From an optimization exercise on the open Yosys and OpenROAD flow, aimed at small area and a short achievable clock period; shortcuts taken in it are not production practice.
At most, simulation tests tie the RTL to the original design; equivalence was not proved.
Power is estimated from default activity; no workload was simulated.

// mem_responder
module mem_responder #(
  parameter int unsigned ADDR_W = mem_resp_pkg::MR_ADDR_W,
  parameter int unsigned DATA_W = mem_resp_pkg::MR_DATA_W,
  parameter int unsigned DEPTH  = mem_resp_pkg::MR_DEPTH
) (
  input  logic              clk,
  input  logic              rst_n,
  input  logic              enable,
  input  logic              read,
  input  logic [ADDR_W-1:0] addr,
  input  logic [DATA_W-1:0] wdata,
  output logic [DATA_W-1:0] data,
  output logic              data_valid,
  output logic              err
);
  localparam logic [DATA_W-1:0] FILL = DATA_W'(mem_resp_pkg::MR_OOR_FILL);
  localparam int unsigned       NCOL = 16;
  localparam int unsigned       NROW = (DEPTH + NCOL - 1) / NCOL;
  logic w_in_range, w_wr_req, w_rd_req;
  assign w_in_range = 32'(addr) < DEPTH;
  assign w_wr_req   = enable & ~read;
  assign w_rd_req   = enable & read;
  logic [NCOL-1:0]   r_col;      
  logic [NROW-1:0]   r_row;      
  logic [NROW-1:0]   r_row_wr;   
  logic [DATA_W-1:0] r_wdata;
  logic              r_rd;
  logic              r_oor;      
  always_ff @(posedge clk) begin
    for (int unsigned i = 0; i < NROW; i++) r_row[i] <= addr[7:4] == 4'(i);
    r_oor <= ~w_in_range;
  end
  always_ff @(posedge clk or negedge rst_n) begin
    if (!rst_n) begin
      r_col    <= '1;
      r_row_wr <= '1;
      r_wdata  <= '0;
      r_rd     <= 1'b0;
    end else begin
  ...
Size: roughly 3100 cells after synthesis, ~1700 flip-flops, about 30 I/O pins, ~61000 sq um of cells after synthesis.
Settings: LEC_CHECK=0, CAP_MARGIN=20, CORE_MARGIN=2, CORE_UTILIZATION=65, PLACE_DENSITY_LB_ADDON=0.1, SETUP_SLACK_MARGIN=3.5, SLEW_MARGIN=20; clock period 6.0 ns.
run.sh (not shown) runs the stock make flow with config.mk's settings and CLKGATE_MAP_FILE= SYNTH_SCRIPT=/design/flow/synth_recipe.tcl, a recipe that flattens the netlist after the stock synthesis.
Next try:
Settings changed: ABC_CLOCK_PERIOD_IN_PS set to 2500, CTS_BUF_LIST set to sky130_fd_sc_hd__clkbuf_8, CTS_CLUSTER_SIZE set to 20, SETUP_SLACK_MARGIN 3.5 to 3.0.
Result: The changed run passed the timing, DRC and antenna checks. Core utilization falls by 3.0 points. Cell area falls by about 4%. Via count falls by 3.6%. Combinational power falls by about 21%. Worst setup slack degrades by 0.42 ns. Wire length falls by 11%. Hold slack degrades by 0.14 ns.
Next try:
Settings changed: ABC_CLOCK_PERIOD_IN_PS 2500 to unset, CTS_BUF_LIST sky130_fd_sc_hd__clkbuf_8 to unset, CTS_CLUSTER_SIZE 20 to unset.
Die area does not change.
Setup slack is better by 0.011 ns.
Final cell count is lower by 3.3%.
Routed wire length is lower by 0.60%.
Critical path depth is lower by 1.
Combinational power stays flat.
First-iteration DRC count is higher by 6.4%.
Worst hold slack is better by 0.12 ns.
Count of clock-buffer cells in the layout is lower by 51.
Area after synthesis stays the same.
Sequential share of layout area is lower by 0.46 points.
Next try:
Settings changed: CTS_CLUSTER_DIAMETER set to 150, CTS_CLUSTER_SIZE set to 30, SETUP_SLACK_MARGIN 3.0 to 3.5.
Effect:
- power goes down by about a fifth
- worst setup slack gets better by 0.41 ns
- clock power goes down by well over a third
- clock skew goes up by 0.0073 ns
- combinational power goes up by a quarter to a third
- routed wire length goes up by a few percent
- via count goes up slightly
- synthesized cell count stays the same
- global-route usage goes up by 2.5 points


== main ==
The RTL this note starts from:
==> flow/design.v <==
package mem_resp_pkg;
  localparam int unsigned MR_ADDR_W = 8;
  localparam int unsigned MR_DATA_W = 8;
  localparam int unsigned MR_DEPTH  = 200;
  localparam int unsigned MR_RD_LAT = 2;
  localparam int unsigned             MR_FILL_W   = 64;
  localparam logic [MR_FILL_W-1:0]    MR_OOR_FILL = '1;
endpackage
module mem_resp_sel #(
  parameter int unsigned N = 32,
  parameter int unsigned W = 8
) (
  input  logic [N-1:0]   sel,
  input  logic [N*W-1:0] d,
  output logic [W-1:0]   y
);
  always_comb begin
    y = '0;
    for (int unsigned e = 0; e < N; e++) y = y | ({W{sel[e]}} & d[e*W +: W]);
  end
endmodule
module mem_resp_dec #(
  parameter int unsigned A = 5,
  parameter int unsigned N = 32
) (
  input  logic [A-1:0] a,
  output logic [N-1:0] sel
);
  always_comb begin
    for (int unsigned e = 0; e < N; e++) sel[e] = a == A'(e);
  end
endmodule
module mem_responder #(
  parameter int unsigned ADDR_W = mem_resp_pkg::MR_ADDR_W,
  parameter int unsigned DATA_W = mem_resp_pkg::MR_DATA_W,
  parameter int unsigned DEPTH  = mem_resp_pkg::MR_DEPTH
) (
  input  logic              clk,
  input  logic              rst_n,
  input  logic              enable,
  input  logic              read,
  input  logic [ADDR_W-1:0] addr,
  input  logic [DATA_W-1:0] wdata,
  output logic [DATA_W-1:0] data,
  output logic              data_valid,
  output logic              err
);
  localparam logic [DATA_W-1:0] FILL = DATA_W'(mem_resp_pkg::MR_OOR_FILL);
  localparam int unsigned       NCOL = 16;                         
  localparam int unsigned       NROW = (DEPTH + NCOL - 1) / NCOL;  
  localparam int unsigned       NENT = 32;                         
  localparam int unsigned       NGRP = (DEPTH + NENT - 1) / NENT;  
  logic w_in_range, w_wr_req, w_rd_req;
  assign w_in_range = 32'(addr) < DEPTH;
  assign w_wr_req   = enable & ~read;
  assign w_rd_req   = enable & read;
  logic [NCOL-1:0]   r_col_n;
  logic [NROW-1:0]   r_row_wr_n;
  logic [DATA_W-1:0] r_wdata;
  always_ff @(posedge clk or negedge rst_n) begin
    if (!rst_n) begin
      r_col_n    <= '0;
      r_row_wr_n <= '0;
      r_wdata    <= '0;
    end else begin
      for (int unsigned j = 0; j < NCOL; j++) r_col_n[j] <= addr[3:0] != 4'(j);
      for (int unsigned i = 0; i < NROW; i++) r_row_wr_n[i] <= ~(w_wr_req & (addr[7:4] == 4'(i)));
      if (w_wr_req) r_wdata <= wdata;
    end
  end
  logic [DATA_W-1:0] r_mem [DEPTH];
  for (genvar b = 0; b < DEPTH; b++) begin : g_mem
    always_ff @(posedge clk) begin
      if (~(r_row_wr_n[b / NCOL] | r_col_n[b % NCOL])) r_mem[b] <= r_wdata;
    end
  end
  logic [DATA_W-1:0] w_part [NGRP];
  logic              w_hit;
  for (genvar g = 0; g < NGRP; g++) begin : g_sel
    localparam int unsigned NE = (DEPTH - g * NENT < NENT) ? DEPTH - g * NENT : NENT;
    logic [NE-1:0]        w_ent;
    logic [NE*DATA_W-1:0] w_d;
    for (genvar e = 0; e < NE; e++) begin : g_d
      assign w_d[e*DATA_W +: DATA_W] = r_mem[g * NENT + e];
    end
    mem_resp_dec #(.A(5), .N(NE)) u_dec (
      .a   (addr[4:0]),
      .sel (w_ent)
    );
    mem_resp_sel #(.N(NE), .W(DATA_W)) u_sel (
      .sel (w_ent),
      .d   (w_d),
      .y   (w_part[g])
    );
  end
  assign w_hit = ~(r_row_wr_n[addr[7:4]] | r_col_n[addr[3:0]]);
  logic [DATA_W-1:0] r_part [NGRP];
  logic [NGRP-1:0]   r_grp;      
  logic              r_hit;
  logic              r_oor;
  logic              r_rd;
  always_ff @(posedge clk) begin
    for (int unsigned g = 0; g < NGRP; g++) r_part[g] <= w_part[g];
    for (int unsigned g = 0; g < NGRP; g++) r_grp[g] <= addr[7:5] == 3'(g);
    r_hit  <= w_hit;
    r_oor  <= ~w_in_range;
  end
  always_ff @(posedge clk or negedge rst_n) begin
    if (!rst_n) r_rd <= 1'b0;
    else        r_rd <= w_rd_req;
  end
  logic [DATA_W-1:0] w_rd_data;
  always_comb begin
    w_rd_data = '0;
    for (int unsigned g = 0; g < NGRP; g++)
      w_rd_data = w_rd_data | ({DATA_W{r_grp[g]}} & r_part[g]);
    if (r_hit) w_rd_data = r_wdata;
    if (r_oor) w_rd_data = FILL;
  end
  logic              r_valid;
  logic              r_err;
  logic [DATA_W-1:0] r_data;
  always_ff @(posedge clk or negedge rst_n) begin
    if (!rst_n) begin
      r_valid <= 1'b0;
      r_err   <= 1'b0;
      r_data  <= '0;
    end else begin
      r_valid <= r_rd;
      r_err   <= (r_rd & r_oor) | (w_wr_req & ~w_in_range);
      if (r_rd) r_data <= w_rd_data;
    end
  end
  assign data       = r_data;
  assign data_valid = r_valid;
  assign err        = r_err;
endmodule
Settings: LEC_CHECK=0, CAP_MARGIN=20, CORE_MARGIN=2, CORE_UTILIZATION=74, CTS_CLUSTER_DIAMETER=150, CTS_CLUSTER_SIZE=30, PLACE_DENSITY_LB_ADDON=0.06, SETUP_SLACK_MARGIN=3.8, SLEW_MARGIN=20, SYNTH_HIERARCHICAL=1; clock period 6.0 ns.
The inputs of the feature branch differ from those of main as listed below.
- swapping 0.06 for 0.08 in PLACE_DENSITY_LB_ADDON
- swapping 74 for 70 in CORE_UTILIZATION
- swapping 3.8 for 3.6 in SETUP_SLACK_MARGIN
- putting TNS_END_PERCENT at 5 where nothing was set
Results
- Compared with main, in the feature branch number of global-route vias before repair shrank by 467; overall power after layout shrank by 210 uW; width of the chip grew by about 2.8%.
- Post-CTS repair timing setup buffer count: lower on the feature branch


== run A ==
// mem_responder: RTL as listed in full above, without the edits since
Settings: LEC_CHECK=0, CAP_MARGIN=20, CORE_MARGIN=2, CORE_UTILIZATION=70, CTS_CLUSTER_DIAMETER=150, CTS_CLUSTER_SIZE=30, PLACE_DENSITY_LB_ADDON=0.08, SETUP_SLACK_MARGIN=3.45, SLEW_MARGIN=20, SYNTH_HIERARCHICAL=1; clock period 6.0 ns.
The inputs of run B differ from those of run A as listed below.
- changing SETUP_SLACK_MARGIN from 3.45 to 3.6
Results
In the reports for run A and run B, the smaller max-slew headroom at the worst pin belongs to run A.
Relative to run A, the met1 global-route usage of run B is higher by 0.32 points.
Comparing run B against run A, there is no change at all in summed instance area of the synthesized netlist.
Here is what was changed in the inputs of run C compared with run B.
- CTS_CLUSTER_DIAMETER changed from 150 to 100
- CTS_CLUSTER_SIZE changed from 30 to 24
### Flow results
Total power up 510 uW in run C wrt run B
The via count of the first global-routing pass was comparable across run B and run C.
Of run B and run C, the run reporting the higher initial antenna violation count was run C.
Diff run B -> run C | wire length of the first global-routing pass | decrease of 0.91%
The final layout from run C, which completed every stage, passed the timing, DRC and antenna checks at the end of the flow.
[compare] base=run B new=run C: clock-cell share of area rose 0.52 points, number of buffers inserted to repair setup after CTS fell 7.
For run D, these inputs were changed with respect to run C:
- SETUP_SLACK_MARGIN changed from 3.6 to 3.7
[summary]
Count of buffering cells on the critical path with inverters included (higher): run C
Against run C, run D comes in 1.9% lower on areal power density over the cells.
The routed length on met3 of run D is higher than that of run C.
Against run C, final weighted congestion of routability-driven global placement in run D rose by a few percent.
From run C to run D the numbers moved as follows: worst setup slack saw a decrease, routed wire length saw an increase, total count of max-transition violations in the final report saw little to no change.


== 01-03 ==
Another version of the RTL of mem_responder (not shown whole).
For scale: ~3700 cells after synthesis, ~1700 flip-flops, ~63000 um^2 of cells after synthesis.
make LEC_CHECK=0 CAP_MARGIN=20 CORE_MARGIN=2 CORE_UTILIZATION=70 CTS_CLUSTER_DIAMETER=100 CTS_CLUSTER_SIZE=24 PLACE_DENSITY_LB_ADDON=0.08 SETUP_SLACK_MARGIN=3.6 SLEW_MARGIN=20 SYNTH_HIERARCHICAL=1 finish   # period 6.0 ns
Input-level comparison between 08-19 and 01-03:
Settings: CTS_CLUSTER_SIZE changed from 24 to 30; CTS_CLUSTER_DIAMETER changed from 100 to 150.
Diff 08-19..01-03 | area after detailed placement | unchanged
08-19 vs 01-03: leakage power down slightly
The power per cell area reported for 08-19 is smaller than that of 01-03 by 5.8 nW/um^2.
Compared with 01-03, in 08-19 worst IR drop on VDD rose 6.9%, non-clock inverter total of the final layout about even, max-capacitance violation count about even, via count fell 205, final period demand of the worst path rose 24 ps.
Routed wire length, 08-19 and 01-03: lower on 08-19
01-03 ended up with reg2out as its category of the most critical setup path; 08-19 ended up with in2reg.
Function was not checked in any run of this note: the RTL went through the layout flow alone.

-- afterwards: timing with drivers on the ports --
No port has a modelled driver above. Below, the same layouts with a new extraction and two added sets of constraints.
Step 1 sets driving cells, clkbuf_16 on the clock port and buf_2 on the other inputs (assumed; they add their load-dependent delay and slew).
Step 2 times the ports against the registers' clock, not the clock port: input delays grow and output delays shrink by t, the midpoint of the rising clock arrivals with the driver on.
Slacks: ideal ports / drivers / drivers and shift; pairs: ideal ports / drivers.
run	shift t [ns]	setup slack, ns	worst hold slack (ns)	cell pins on the clock port's net
the first run of note 1	0.838	3.348 / 3.328 / 2.833	0.604 / 0.574 / 0.604	1
the second run of note 1	0.944	2.930 / 2.930 / 2.895	0.468 / 0.425 / 0.592	1
the third run of note 1	0.831	2.941 / 2.941 / 2.941	0.590 / 0.590 / 0.590	1
the fourth run of note 1	0.764	3.347 / 3.347 / 2.858	0.614 / 0.614 / 0.614	1
main	0.736	3.458 / 3.250 / 2.513	0.516 / 0.516 / 0.516	1
the feature branch	0.722	3.460 / 3.311 / 2.589	0.543 / 0.505 / 0.543	1
run A	0.728	3.394 / 3.261 / 2.533	0.507 / 0.507 / 0.507	1
run B	0.734	3.524 / 3.316 / 2.582	0.517 / 0.517 / 0.517	1
run C	0.756	3.496 / 3.298 / 2.542	0.511 / 0.511 / 0.511	1
run D	0.762	3.465 / 3.278 / 2.517	0.483 / 0.483 / 0.483	1
01-03	0.728	3.503 / 3.431 / 2.797	0.513 / 0.513 / 0.513	1
08-19	0.736	3.480 / 3.420 / 2.740	0.512 / 0.512 / 0.512	1
After both steps setup and hold are still met in every run listed. The setup slack of run C, which loses most, moves by -0.198 ns with the drivers and by -0.954 ns with both steps.
